What follows belongs to an exercise in optimizing a design on an open flow for small area, a short achievable clock period and few clock cycles per item; a production flow would make more cautious choices. The RTL was checked by simulation tests, not by an equivalence proof against the original design.

==> design/flow/design.v <==
`timescale 1ns / 1ps
package lfre_pkg;
  typedef enum logic [4:0] {
    ST_IDLE,
    ST_TICK_MUL,
    ST_TICK_DIV,
    ST_TICK_FIN,
    ST_PRE,
    ST_SB_MUL,
    ST_SB_FIN,
    ST_SS_MUL,
    ST_SS_FIN,
    ST_GOAL,
    ST_BRANCH,
    ST_SLEW,
    ST_IP_MUL,
    ST_IP_DIV,
    ST_IP_FIN,
    ST_APPLY,
    ST_PUBLISH
  } state_t;
  typedef enum logic [1:0] {
    MUL_TICK,
    MUL_SCALE_B,
    MUL_SCALE_S,
    MUL_INTERP
  } mul_sel_t;
  localparam int CFG_IDX_W = 3;
  localparam int CFG_DATA_W = 16;
  localparam logic [CFG_IDX_W-1:0] CFG_RAMP_STYLE  = 3'd0;
  localparam logic [CFG_IDX_W-1:0] CFG_PERIOD      = 3'd1;
  localparam logic [CFG_IDX_W-1:0] CFG_DURATION    = 3'd2;
  localparam logic [CFG_IDX_W-1:0] CFG_DIM_UNRESP  = 3'd3;
  localparam logic [CFG_IDX_W-1:0] CFG_UNRESP_BPCT = 3'd4;
  localparam logic [CFG_IDX_W-1:0] CFG_UNRESP_SPCT = 3'd5;
  localparam logic [CFG_IDX_W-1:0] CFG_PSAT_OK     = 3'd6;
  localparam logic [1:0] CH_OPA = 2'd0;
  localparam logic [1:0] CH_BRI = 2'd1;
  localparam logic [1:0] CH_SAT = 2'd2;
  localparam logic [15:0] MODAL_BRIGHT = 16'hA8A8;
  localparam logic [15:0] STEP_MIN     = 16'd12;
  localparam logic [23:0] PCT_RECIP    = 24'd10737419;
  localparam logic [6:0]  PCT_FULL     = 7'd100;
  localparam logic [16:0] RECIP_12     = 17'd87382;
  typedef struct packed {
    logic     load_in;
    logic     div_start;
    mul_sel_t mul_sel;
    logic     tick_fin;
    logic     pre;
    logic     scale_b_fin;
    logic     scale_s_fin;
    logic     goal;
    logic     slew;
    logic     ip_fin;
    logic     apply;
    logic     publish;
    logic [1:0] ch;
  } cmd_t;
  typedef struct packed {
    logic req_paint;
    logic mode;
    logic period_zero;
    logic dur_zero;
    logic idle_paint;
    logic need_sb;
    logic need_ss;
    logic step_nz;
    logic div_done;
    logic out_free;
  } status_t;
endpackage
`timescale 1ns / 1ps
module lfre_div (
  input  logic        clk,
  input  logic        rst,
  input  logic        start,
  input  logic [31:0] dividend,
  input  logic [15:0] divisor,
  output logic        done,
  output logic [31:0] quotient
);
  logic        busy;
  logic [4:0]  cnt;
  logic [15:0] rem;
  logic [15:0] dvs;
  logic [31:0] quo;
  logic [16:0] trial;
  logic        ge;
  assign trial    = {rem, quo[31]};
  assign ge       = trial >= {1'b0, dvs};
  assign quotient = quo;
  always_ff @(posedge clk) begin
    if (rst) begin
      busy <= 1'b0;
      done <= 1'b0;
      cnt  <= '0;
    end else begin
      done <= 1'b0;
      if (start) begin
        busy <= 1'b1;
        cnt  <= '0;
      end else if (busy) begin
        cnt <= cnt + 5'd1;
        if (cnt == 5'd31) begin
          busy <= 1'b0;
          done <= 1'b1;
        end
      end
    end
  end
  always_ff @(posedge clk) begin
    if (start) begin
      quo <= dividend;
      rem <= '0;
      dvs <= divisor;
    end else if (busy) begin
      rem <= ge ? 16'(trial - {1'b0, dvs}) : trial[15:0];
      quo <= {quo[30:0], ge};
    end
  end
endmodule
`timescale 1ns / 1ps
module lfre_dp (
  input  logic                          clk,
  input  logic                          rst,
  input  lfre_pkg::cmd_t                cmd,
  output lfre_pkg::status_t             sts,
  input  logic                          cfg_we,
  input  logic [lfre_pkg::CFG_IDX_W-1:0]  cfg_index,
  input  logic [lfre_pkg::CFG_DATA_W-1:0] cfg_data,
  input  logic                          req_type,
  input  logic [15:0]                   elapsed_ms,
  input  logic [15:0]                   req_opacity,
  input  logic [15:0]                   req_brightness,
  input  logic [15:0]                   req_saturation,
  input  logic                          owner_alive,
  input  logic                          modal_active,
  input  logic                          layer_is_modal,
  input  logic                          closing,
  output logic                          out_valid,
  input  logic                          out_ready,
  output logic [15:0]                   out_opacity,
  output logic [15:0]                   out_brightness,
  output logic [15:0]                   out_saturation,
  output logic                          needs_repaint,
  output logic                          stopped
);
  logic        ramp_style;
  logic [15:0] period_ms;
  logic [15:0] duration_ms;
  logic        dim_unresp;
  logic [6:0]  pct_b;
  logic [6:0]  pct_s;
  logic        psat_ok;
  logic        in_paint;
  logic [15:0] in_elapsed, in_o, in_b, in_s;
  logic        in_alive, in_modal, in_self_modal, in_closing;
  logic [15:0] cur_o, cur_b, cur_s;
  logic [15:0] goal_o, goal_b, goal_s;
  logic signed [16:0] delta_o, delta_b, delta_s;
  logic [15:0] step_size;
  logic [15:0] time_left;
  logic [15:0] tgt_o, tgt_b, tgt_s;
  logic [15:0] res_o, res_b, res_s;
  logic        res_o_pos;
  logic        rp, stp;
  logic [12:0] st12;
  logic [13:0] st6;
  logic [22:0] sc_prod;
  logic [15:0] mul_a, mul_b, divisor;
  logic [31:0] product, quotient;
  logic        div_done;
  logic        dim_path;
  logic [15:0] eff_s;
  logic [32:0] recip_p;
  logic [15:0] q_sat;
  logic [46:0] sc_p;
  logic [15:0] sc_sat;
  logic signed [16:0] ip_delta;
  logic [15:0] ip_tgt, ip_mag, ip_val;
  logic [31:0] ip_q;
  logic signed [33:0] ip_v;
  logic [15:0] tick_st;
  logic [15:0] sl_o, sl_b, sl_s;
  logic [15:0] def_b, def_s;
  function automatic logic [15:0] slew(input logic [15:0] cur, input logic [15:0] tgt,
                                       input logic [15:0] st);
    logic [16:0] up;
    logic [15:0] dn;
    up = {1'b0, cur} + {1'b0, st};
    dn = (st >= cur) ? 16'd0 : cur - st;
    if (tgt > cur) slew = (up > {1'b0, tgt}) ? tgt : up[15:0];
    else if (tgt < cur) slew = (dn < tgt) ? tgt : dn;
    else slew = cur;
  endfunction
  assign dim_path = !in_alive && dim_unresp;
  assign eff_s    = psat_ok ? cur_s : in_s;
  always_comb begin
    case (cmd.ch)
      lfre_pkg::CH_OPA: begin ip_delta = delta_o; ip_tgt = tgt_o; end
      lfre_pkg::CH_BRI: begin ip_delta = delta_b; ip_tgt = tgt_b; end
      default:          begin ip_delta = delta_s; ip_tgt = tgt_s; end
    endcase
  end
  assign ip_mag = ip_delta[16] ? 16'(-ip_delta) : ip_delta[15:0];
  always_comb begin
    case (cmd.mul_sel)
      lfre_pkg::MUL_TICK: begin
        mul_a = in_elapsed; mul_b = 16'hFFFF; divisor = period_ms;
      end
      lfre_pkg::MUL_SCALE_B: begin
        mul_a = tgt_b; mul_b = {9'd0, pct_b}; divisor = period_ms;
      end
      lfre_pkg::MUL_SCALE_S: begin
        mul_a = tgt_s; mul_b = {9'd0, pct_s}; divisor = period_ms;
      end
      default: begin
        mul_a = ip_mag; mul_b = time_left; divisor = duration_ms;
      end
    endcase
  end
  assign product = mul_a * mul_b;
  lfre_div u_div (
    .clk      (clk),
    .rst      (rst),
    .start    (cmd.div_start),
    .dividend (product),
    .divisor  (divisor),
    .done     (div_done),
    .quotient (quotient)
  );
  assign q_sat   = (|quotient[31:16]) ? 16'hFFFF : quotient[15:0];
  assign tick_st = (period_ms == 16'd0) ? 16'hFFFF : q_sat;
  assign sc_p   = 47'(sc_prod) * 47'(lfre_pkg::PCT_RECIP);
  assign sc_sat = sc_p[46] ? 16'hFFFF : sc_p[45:30];
  assign ip_q = (duration_ms == 16'd0) ? 32'd0 : quotient;
  assign ip_v = ip_delta[16] ? $signed({18'd0, ip_tgt}) + $signed({2'b00, ip_q})
                             : $signed({18'd0, ip_tgt}) - $signed({2'b00, ip_q});
  assign ip_val = ip_v[33] ? 16'd0 : ((|ip_v[32:16]) ? 16'hFFFF : ip_v[15:0]);
  assign recip_p = 33'(step_size) * 33'(lfre_pkg::RECIP_12);
  assign sl_o = slew(cur_o, tgt_o, step_size);
  assign sl_b = slew(cur_b, tgt_b, {3'd0, st12});
  assign sl_s = slew(cur_s, tgt_s, {2'd0, st6});
  always_comb begin
    def_b = in_b;
    def_s = in_s;
    if (!dim_path && in_modal && !in_self_modal) begin
      def_b = lfre_pkg::MODAL_BRIGHT;
      def_s = 16'd0;
    end
  end
  always_ff @(posedge clk) begin
    if (rst) begin
      ramp_style  <= 1'b0;
      period_ms   <= 16'd100;
      duration_ms <= 16'd100;
      dim_unresp  <= 1'b0;
      pct_b       <= 7'd65;
      pct_s       <= 7'd0;
      psat_ok     <= 1'b1;
    end else if (cfg_we) begin
      case (cfg_index)
        lfre_pkg::CFG_RAMP_STYLE:  ramp_style  <= cfg_data[0];
        lfre_pkg::CFG_PERIOD:      period_ms   <= cfg_data[15:0];
        lfre_pkg::CFG_DURATION:    duration_ms <= cfg_data[15:0];
        lfre_pkg::CFG_DIM_UNRESP:  dim_unresp  <= cfg_data[0];
        lfre_pkg::CFG_UNRESP_BPCT: pct_b       <= cfg_data[6:0];
        lfre_pkg::CFG_UNRESP_SPCT: pct_s       <= cfg_data[6:0];
        lfre_pkg::CFG_PSAT_OK:     psat_ok     <= cfg_data[0];
        default: ;
      endcase
    end
  end
  always_ff @(posedge clk) begin
    if (cmd.load_in) begin
      in_paint      <= req_type;
      in_elapsed    <= elapsed_ms;
      in_o          <= req_opacity;
      in_b          <= req_brightness;
      in_s          <= req_saturation;
      in_alive      <= owner_alive;
      in_modal      <= modal_active;
      in_self_modal <= layer_is_modal;
      in_closing    <= closing;
    end
    st12    <= recip_p[32:20];
    st6     <= recip_p[32:19];
    sc_prod <= product[22:0];
  end
  always_ff @(posedge clk) begin
    if (rst) begin
      cur_o <= 16'hFFFF; cur_b <= 16'hFFFF; cur_s <= 16'hFFFF;
      goal_o <= 16'hFFFF; goal_b <= 16'hFFFF; goal_s <= 16'hFFFF;
      delta_o <= '0; delta_b <= '0; delta_s <= '0;
      step_size <= '0;
      time_left <= '0;
    end else begin
      if (cmd.tick_fin) begin
        if (!ramp_style) begin
          step_size <= (tick_st < lfre_pkg::STEP_MIN) ? lfre_pkg::STEP_MIN : tick_st;
          time_left <= '0;
        end else if (time_left != 16'd0) begin
          step_size <= 16'd1;
          time_left <= (in_elapsed >= time_left) ? 16'd0 : time_left - in_elapsed;
        end else begin
          step_size <= '0;
        end
      end
      if (cmd.pre && !psat_ok) cur_s <= in_s;
      if (cmd.goal && ramp_style &&
          (tgt_o != goal_o || tgt_b != goal_b || tgt_s != goal_s)) begin
        time_left <= duration_ms;
        step_size <= 16'd1;
        delta_o   <= $signed({1'b0, tgt_o}) - $signed({1'b0, cur_o});
        delta_b   <= $signed({1'b0, tgt_b}) - $signed({1'b0, cur_b});
        delta_s   <= $signed({1'b0, tgt_s}) - $signed({1'b0, cur_s});
        goal_o    <= tgt_o;
        goal_b    <= tgt_b;
        goal_s    <= tgt_s;
      end
      if (cmd.apply) begin
        step_size <= '0;
        if (res_o_pos) begin
          cur_o <= res_o;
          cur_b <= res_b;
          cur_s <= res_s;
        end else begin
          cur_o <= 16'd0;
        end
      end
    end
  end
  always_ff @(posedge clk) begin
    if (cmd.pre) begin
      tgt_o <= in_closing ? 16'd0 : in_o;
      tgt_b <= def_b;
      tgt_s <= def_s;
      rp    <= 1'b0;
      stp   <= 1'b0;
    end
    if (cmd.scale_b_fin) tgt_b <= sc_sat;
    if (cmd.scale_s_fin) tgt_s <= sc_sat;
    if (cmd.slew) begin
      res_o     <= sl_o;
      res_o_pos <= sl_o != 16'd0;
      res_b     <= sl_b;
      res_s     <= sl_s;
    end
    if (cmd.ip_fin) begin
      case (cmd.ch)
        lfre_pkg::CH_OPA: begin
          res_o     <= ip_val;
          res_o_pos <= !ip_v[33] && (ip_v != 34'sd0);
        end
        lfre_pkg::CH_BRI: res_b <= ip_val;
        default:          res_s <= ip_val;
      endcase
    end
    if (cmd.apply) begin
      if (res_o_pos) rp <= (res_o != tgt_o) || (res_b != tgt_b) || (res_s != tgt_s);
      else stp <= 1'b1;
    end
  end
  always_ff @(posedge clk) begin
    if (rst) begin
      out_valid <= 1'b0;
    end else if (cmd.publish) begin
      out_valid <= 1'b1;
    end else if (out_ready) begin
      out_valid <= 1'b0;
    end
  end
  always_ff @(posedge clk) begin
    if (cmd.publish) begin
      out_opacity    <= cur_o;
      out_brightness <= cur_b;
      out_saturation <= cur_s;
      needs_repaint  <= rp;
      stopped        <= stp;
    end
  end
  always_comb begin
    sts.req_paint   = in_paint;
    sts.mode        = ramp_style;
    sts.period_zero = period_ms == 16'd0;
    sts.dur_zero    = duration_ms == 16'd0;
    sts.idle_paint  = in_alive && !in_closing && !in_modal &&
                      cur_o == in_o && cur_b == in_b && eff_s == in_s;
    sts.need_sb     = dim_path && pct_b != lfre_pkg::PCT_FULL;
    sts.need_ss     = dim_path && pct_s != lfre_pkg::PCT_FULL && psat_ok;
    sts.step_nz     = step_size != 16'd0;
    sts.div_done    = div_done;
    sts.out_free    = !out_valid || out_ready;
  end
endmodule
`timescale 1ns / 1ps
module lfre_ctrl (
  input  logic              clk,
  input  logic              rst,
  input  logic              in_valid,
  output logic              in_ready,
  input  lfre_pkg::status_t sts,
  output lfre_pkg::cmd_t    cmd
);
  lfre_pkg::state_t state, state_next;
  logic [1:0] ch, ch_next;
  always_ff @(posedge clk) begin
    if (rst) begin
      state <= lfre_pkg::ST_IDLE;
      ch    <= lfre_pkg::CH_OPA;
    end else begin
      state <= state_next;
      ch    <= ch_next;
    end
  end
  always_comb begin
    state_next = state;
    ch_next    = ch;
    cmd        = '0;
    cmd.ch     = ch;
    cmd.mul_sel = lfre_pkg::MUL_TICK;
    in_ready   = 1'b0;
    case (state)
      lfre_pkg::ST_IDLE: begin
        in_ready = 1'b1;
        if (in_valid) begin
          cmd.load_in = 1'b1;
          state_next  = lfre_pkg::ST_PRE;
        end
      end
      lfre_pkg::ST_PRE: begin
        if (!sts.req_paint) begin
          state_next = lfre_pkg::ST_TICK_MUL;
        end else begin
          cmd.pre = 1'b1;
          if (sts.idle_paint)   state_next = lfre_pkg::ST_PUBLISH;
          else if (sts.need_sb) state_next = lfre_pkg::ST_SB_MUL;
          else if (sts.need_ss) state_next = lfre_pkg::ST_SS_MUL;
          else                  state_next = lfre_pkg::ST_GOAL;
        end
      end
      lfre_pkg::ST_TICK_MUL: begin
        if (!sts.mode && !sts.period_zero) begin
          cmd.div_start = 1'b1;
          state_next    = lfre_pkg::ST_TICK_DIV;
        end else begin
          state_next = lfre_pkg::ST_TICK_FIN;
        end
      end
      lfre_pkg::ST_TICK_DIV: begin
        if (sts.div_done) state_next = lfre_pkg::ST_TICK_FIN;
      end
      lfre_pkg::ST_TICK_FIN: begin
        cmd.tick_fin = 1'b1;
        state_next   = lfre_pkg::ST_IDLE;
      end
      lfre_pkg::ST_SB_MUL: begin
        cmd.mul_sel = lfre_pkg::MUL_SCALE_B;
        state_next  = lfre_pkg::ST_SB_FIN;
      end
      lfre_pkg::ST_SB_FIN: begin
        cmd.scale_b_fin = 1'b1;
        state_next = sts.need_ss ? lfre_pkg::ST_SS_MUL : lfre_pkg::ST_GOAL;
      end
      lfre_pkg::ST_SS_MUL: begin
        cmd.mul_sel = lfre_pkg::MUL_SCALE_S;
        state_next  = lfre_pkg::ST_SS_FIN;
      end
      lfre_pkg::ST_SS_FIN: begin
        cmd.scale_s_fin = 1'b1;
        state_next      = lfre_pkg::ST_GOAL;
      end
      lfre_pkg::ST_GOAL: begin
        cmd.goal   = 1'b1;
        state_next = lfre_pkg::ST_BRANCH;
      end
      lfre_pkg::ST_BRANCH: begin
        ch_next = lfre_pkg::CH_OPA;
        if (!sts.step_nz)  state_next = lfre_pkg::ST_PUBLISH;
        else if (sts.mode) state_next = lfre_pkg::ST_IP_MUL;
        else               state_next = lfre_pkg::ST_SLEW;
      end
      lfre_pkg::ST_SLEW: begin
        cmd.slew   = 1'b1;
        state_next = lfre_pkg::ST_APPLY;
      end
      lfre_pkg::ST_IP_MUL: begin
        cmd.mul_sel = lfre_pkg::MUL_INTERP;
        if (sts.dur_zero) begin
          state_next = lfre_pkg::ST_IP_FIN;
        end else begin
          cmd.div_start = 1'b1;
          state_next    = lfre_pkg::ST_IP_DIV;
        end
      end
      lfre_pkg::ST_IP_DIV: begin
        cmd.mul_sel = lfre_pkg::MUL_INTERP;
        if (sts.div_done) state_next = lfre_pkg::ST_IP_FIN;
      end
      lfre_pkg::ST_IP_FIN: begin
        cmd.mul_sel = lfre_pkg::MUL_INTERP;
        cmd.ip_fin  = 1'b1;
        if (ch == lfre_pkg::CH_SAT) begin
          state_next = lfre_pkg::ST_APPLY;
        end else begin
          ch_next    = ch + 2'd1;
          state_next = lfre_pkg::ST_IP_MUL;
        end
      end
      lfre_pkg::ST_APPLY: begin
        cmd.apply  = 1'b1;
        state_next = lfre_pkg::ST_PUBLISH;
      end
      lfre_pkg::ST_PUBLISH: begin
        if (sts.out_free) begin
          cmd.publish = 1'b1;
          state_next  = lfre_pkg::ST_IDLE;
        end
      end
      default: state_next = lfre_pkg::ST_IDLE;
    endcase
  end
endmodule
`timescale 1ns / 1ps
module layer_fade_ramp_engine (
  input  logic        clk,
  input  logic        rst,
  input  logic        cfg_we,
  input  logic [2:0]  cfg_index,
  input  logic [15:0] cfg_data,
  input  logic        in_valid,
  output logic        in_ready,
  input  logic        req_type,
  input  logic [15:0] elapsed_ms,
  input  logic [15:0] req_opacity,
  input  logic [15:0] req_brightness,
  input  logic [15:0] req_saturation,
  input  logic        owner_alive,
  input  logic        modal_active,
  input  logic        layer_is_modal,
  input  logic        closing,
  output logic        out_valid,
  input  logic        out_ready,
  output logic [15:0] out_opacity,
  output logic [15:0] out_brightness,
  output logic [15:0] out_saturation,
  output logic        needs_repaint,
  output logic        stopped
);
  lfre_pkg::cmd_t    cmd;
  lfre_pkg::status_t sts;
  lfre_ctrl u_ctrl (
    .clk      (clk),
    .rst      (rst),
    .in_valid (in_valid),
    .in_ready (in_ready),
    .sts      (sts),
    .cmd      (cmd)
  );
  lfre_dp u_dp (
    .clk            (clk),
    .rst            (rst),
    .cmd            (cmd),
    .sts            (sts),
    .cfg_we         (cfg_we),
    .cfg_index      (cfg_index),
    .cfg_data       (cfg_data),
    .req_type       (req_type),
    .elapsed_ms     (elapsed_ms),
    .req_opacity    (req_opacity),
    .req_brightness (req_brightness),
    .req_saturation (req_saturation),
    .owner_alive    (owner_alive),
    .modal_active   (modal_active),
    .layer_is_modal (layer_is_modal),
    .closing        (closing),
    .out_valid      (out_valid),
    .out_ready      (out_ready),
    .out_opacity    (out_opacity),
    .out_brightness (out_brightness),
    .out_saturation (out_saturation),
    .needs_repaint  (needs_repaint),
    .stopped        (stopped)
  );
endmodule
==> design/flow/run.sh <==
#!/bin/bash
# synth_recipe.tcl (not shown) runs the flow's synth.tcl, then flattens the netlist and writes it again
# the make line also repeats each setting of config.mk as NAME=value (left out here)
make -C /OpenROAD-flow-scripts/flow DESIGN_CONFIG=/design/flow/config.mk WORK_HOME=/design/flow/orfs CLKGATE_MAP_FILE= SYNTH_SCRIPT=/design/flow/synth_recipe.tcl finish
==> design/flow/config.mk <==
export PLATFORM = sky130hd
export DESIGN_NAME = layer_fade_ramp_engine
export DESIGN_NICKNAME = layer_fade_ramp_engine
export VERILOG_FILES = /design/flow/design.v
export SDC_FILE = /design/flow/constraint.sdc
export NUM_CORES = 4
export LEC_CHECK = 0
export CAP_MARGIN = 20
export CORE_MARGIN = 2
export CORE_UTILIZATION = 40
export SLEW_MARGIN = 20
==> design/flow/constraint.sdc <==
create_clock -name core_clock -period 11.0 [get_ports {clk}]
set_input_delay 2.2000 -clock core_clock [delete_from_list [all_inputs] [get_ports {clk}]]
set_output_delay 2.2000 -clock core_clock [all_outputs]
set_load 0.01 [all_outputs]
==> results.txt <==
Run status - finished clean
Clock skew - 0.07572 ns
Filler cells - 14.62k
Die Y - 391.5 µm
Root Driver - clkbuf_16
Post-synth ARST share - 0%
Critical Path Start Type - flip-flop
Setup violators final - 0
Cts hold-fix bufs - 0
XOR/XNOR share of the synthesized area - 5.175%
Number of synthesis warnings - 3
Initial core utilization - 40.21%
Mapped Cells - 6,867
Slew at the pin closest to its max-slew limit - 1.201 ns
Tcrit/Tclk final - 88.23%
Multiplexer share of the synthesized area - 2.216%
Min-delay worst type - reg -> reg
Register bit count reported by yosys - 562
CTS tree - done
Synth unique cells - 85
Post-CTS setup buffer count - 0
TritonRoute pass-1 iters - 8
Final WL - 223.4 mm
CTS max path bufs - 3
Layout area overhead - 10.43%
Synthesized-area fraction occupied by adder cells - 32.16%
GRT Resource Usage Total - 28.95%
Synth Area in Compound Gates - 15.31%
Initial antenna violation count - 4
Ports - 145
Clock slew at reported path FFs - 0.06 ns
RSZ-0062 raised after global routing - false
Ys flop type - dfxtp_1
Via count - 51.10k
DR iter-0 viols - 4,651
Post-DP HPWL - 180.8 mm
Syn Nets - 8,213
Number of synthesized flops with an enable pin - 215
Final Worst Setup Slack - 1.294 ns
Data arrival, critical path - 10.10 ns
Sink Count - 562
PostCTS Resize Cnt - 0
Fmax - 103.0 MHz
Max Slew Vio Count - 0
CP Max Fanout - 15
Worst slew margin - 18.89%
Overflow after GRT - 0
CP Class - reg -> reg
I/O Buffers - 144
Most used cell, CP - fa_1
Sequential area share after synthesis - 22.31%
Core area - 149,400 µm²
CP endpoint kind - flip-flop
Synth Area in Simple Gates - 14.86%
Max incr delay on CP - 0.73 ns
Vias per inst - 5.691
Vias in the first global route - 50.66k
Hold_ws - 0.4680 ns
First-pass GRT wire length - 330.2 mm
CTS buffer count - 70
Final core utilization - 44.40%
Setup Total Neg Slack - 0 ns
Latest clock arrival within the worst-skew pair - 0.71 ns
Die area - 153,300 µm²
DIE WIDTH - 391.5 µm
RD Place Congestion - 1.000
Hold Vio Cnt, Final - 0
H-tree depth - 3
CP max-delay cell - a21oi_1
Post-route minimum period - 9.706 ns
Most frequent cells in the layout - inv_1 (961), ha_1 (768), nand2_1 (609)
DRC viols - 0
Syn avg cell area - 8.749 µm²
Max cap viols - 0
Antenna-violating nets left - 0
Commonest non-fill, non-tap cell in the layout - inv_1
Largest net degree at the start of global routing - 159
Layout Nets - 8,247
Pre-CTS setup slack - 1.541 ns
Main combinational cell family by area after synthesis - adder cells
Mapped Area - 60,080 µm²
Routed length per instance - 24.88 µm
Std-Cell Rows - 142
Crit path required time - 11.40 ns
Share of layout cells above drive strength 1 - 4.556%
## worst max-delay path, delay by kind of cell, from the launching register on
kind / cells / cell delay, ns
compound gates: 10 / 2.43
xor+xnor: 2 / 0.29
fa+ha+maj: 8 / 3.90
buf+inv: 5 / 0.31
flops: 1 / 0.31
simple gates: 9 / 2.17
## cell families after synthesis
family	count (synthesis)
simple gates	1903
mux	131
buf+inv	1269
fa+ha+maj	1253
flops	562
compound gates	1394
xor+xnor	355
## cell type report
cell class / count / area, µm² / share of cell area, %
Antenna cell: 5 / 12.51 / 0.01886
Clock inverter: 25 / 304.0 / 0.4583
Clock buffer: 104 / 2086 / 3.144
Multi-Input combinational cell: 5036 / 42010 / 63.33
Tap cell: 2016 / 2522 / 3.802
Sequential cell: 562 / 13400 / 20.20
Timing Repair Buffer: 267 / 2384 / 3.593
Inverter: 964 / 3618 / 5.454
## metrics by stage
stage / area, µm² / cells
floorplan: 60080 / 6867
global placement: 63900 / 8842
detailed placement: 63930 / 8845
CTS: 66320 / 8974
global route: 66330 / 8974
finish: 66340 / 8979
## layer usage
metal / global-route usage (%) / part of all wire [%] / vias to the layer above
met2: 45.29 / 44 / 2110
li1: - / - / 23446
met4: 13.38 / 5.3 / 6
met3: 4.668 / 7.5 / 473
met1: 39.09 / 43 / 25068
met5: 0.3190 / 0.044 / -
## synthesized netlist by cell type (all sizes together) (51+ instances only)
cell type    n  area [µm²]
inv        961        3607
ha         768        9609
nand2      610        2290
nor2       556        2162
fa         485        9709
a21oi      368        1842
dfxtp      347        6947
clkbuf     270        1013
o21ai      268        1341
edfxtp     215        6456
xnor2      184        1612
xor2       171        1498
nor2b      127       794.5
mux2i      115        1151
nor3       109       556.8
nand3      104       520.5
a21o        97       728.2
a211o       90       788.3
nand2b      80       500.5
nand4       73       462.9
and3        64       400.4
a211oi      63       473.0
nor4        62       400.4
o211ai      52       390.4
o22ai       51       319.1
## final timing paths
kind	depth (start not counted)	start	to	slack, ns
worst max-delay path	34	u_ctrl.ch[0]	u_dp.u_div.quo[30]	1.29
worst min-delay path	0	u_dp.rp	u_dp.needs_repaint	0.47
worst max register to register	34	u_ctrl.ch[0]	u_dp.u_div.quo[30]	1.29
worst min register to register	0	u_dp.rp	u_dp.needs_repaint	0.47
## sequential cells by signal, summed over array words and instances (netlist names), 17 cells and up
name            cells
u_dp.u_div.quo     32
u_dp.delta_b       17
u_dp.delta_s       17
u_dp.delta_o       17
u_dp.sc_prod       23
Testbench counts, summed over its fixed seeds: cycles 401,818, items 10,240.

[what the ideal ports hide]
Ports are ideal in the flow. The routed layout listed here was re-timed in OpenROAD.
Step 1 assumes that a clkbuf_16 drives the clock port and a buf_2 every other input.
Step 2 adds t to the input delays and takes it off the output delays; t is the mean of the earliest and latest rising clock arrival at the registers after step 1. Input paths then give back, and output paths get back, about the clock's delay inside the block.
Slacks: ideal / step 1 / step 2; pairs: ideal / step 1.
t (ns): 0.753
setup slack, ns: 1.294 / 1.294 / 1.294
worst setup path at the end: register to register
worst register clock-pin slew, ns: 0.07 / 0.07
worst slew at a driven data input, ns: 0.10
After both steps setup and hold are still met in this run. The setup slack of this run moves by 0.000 ns with the drivers and by 0.000 ns with both steps.
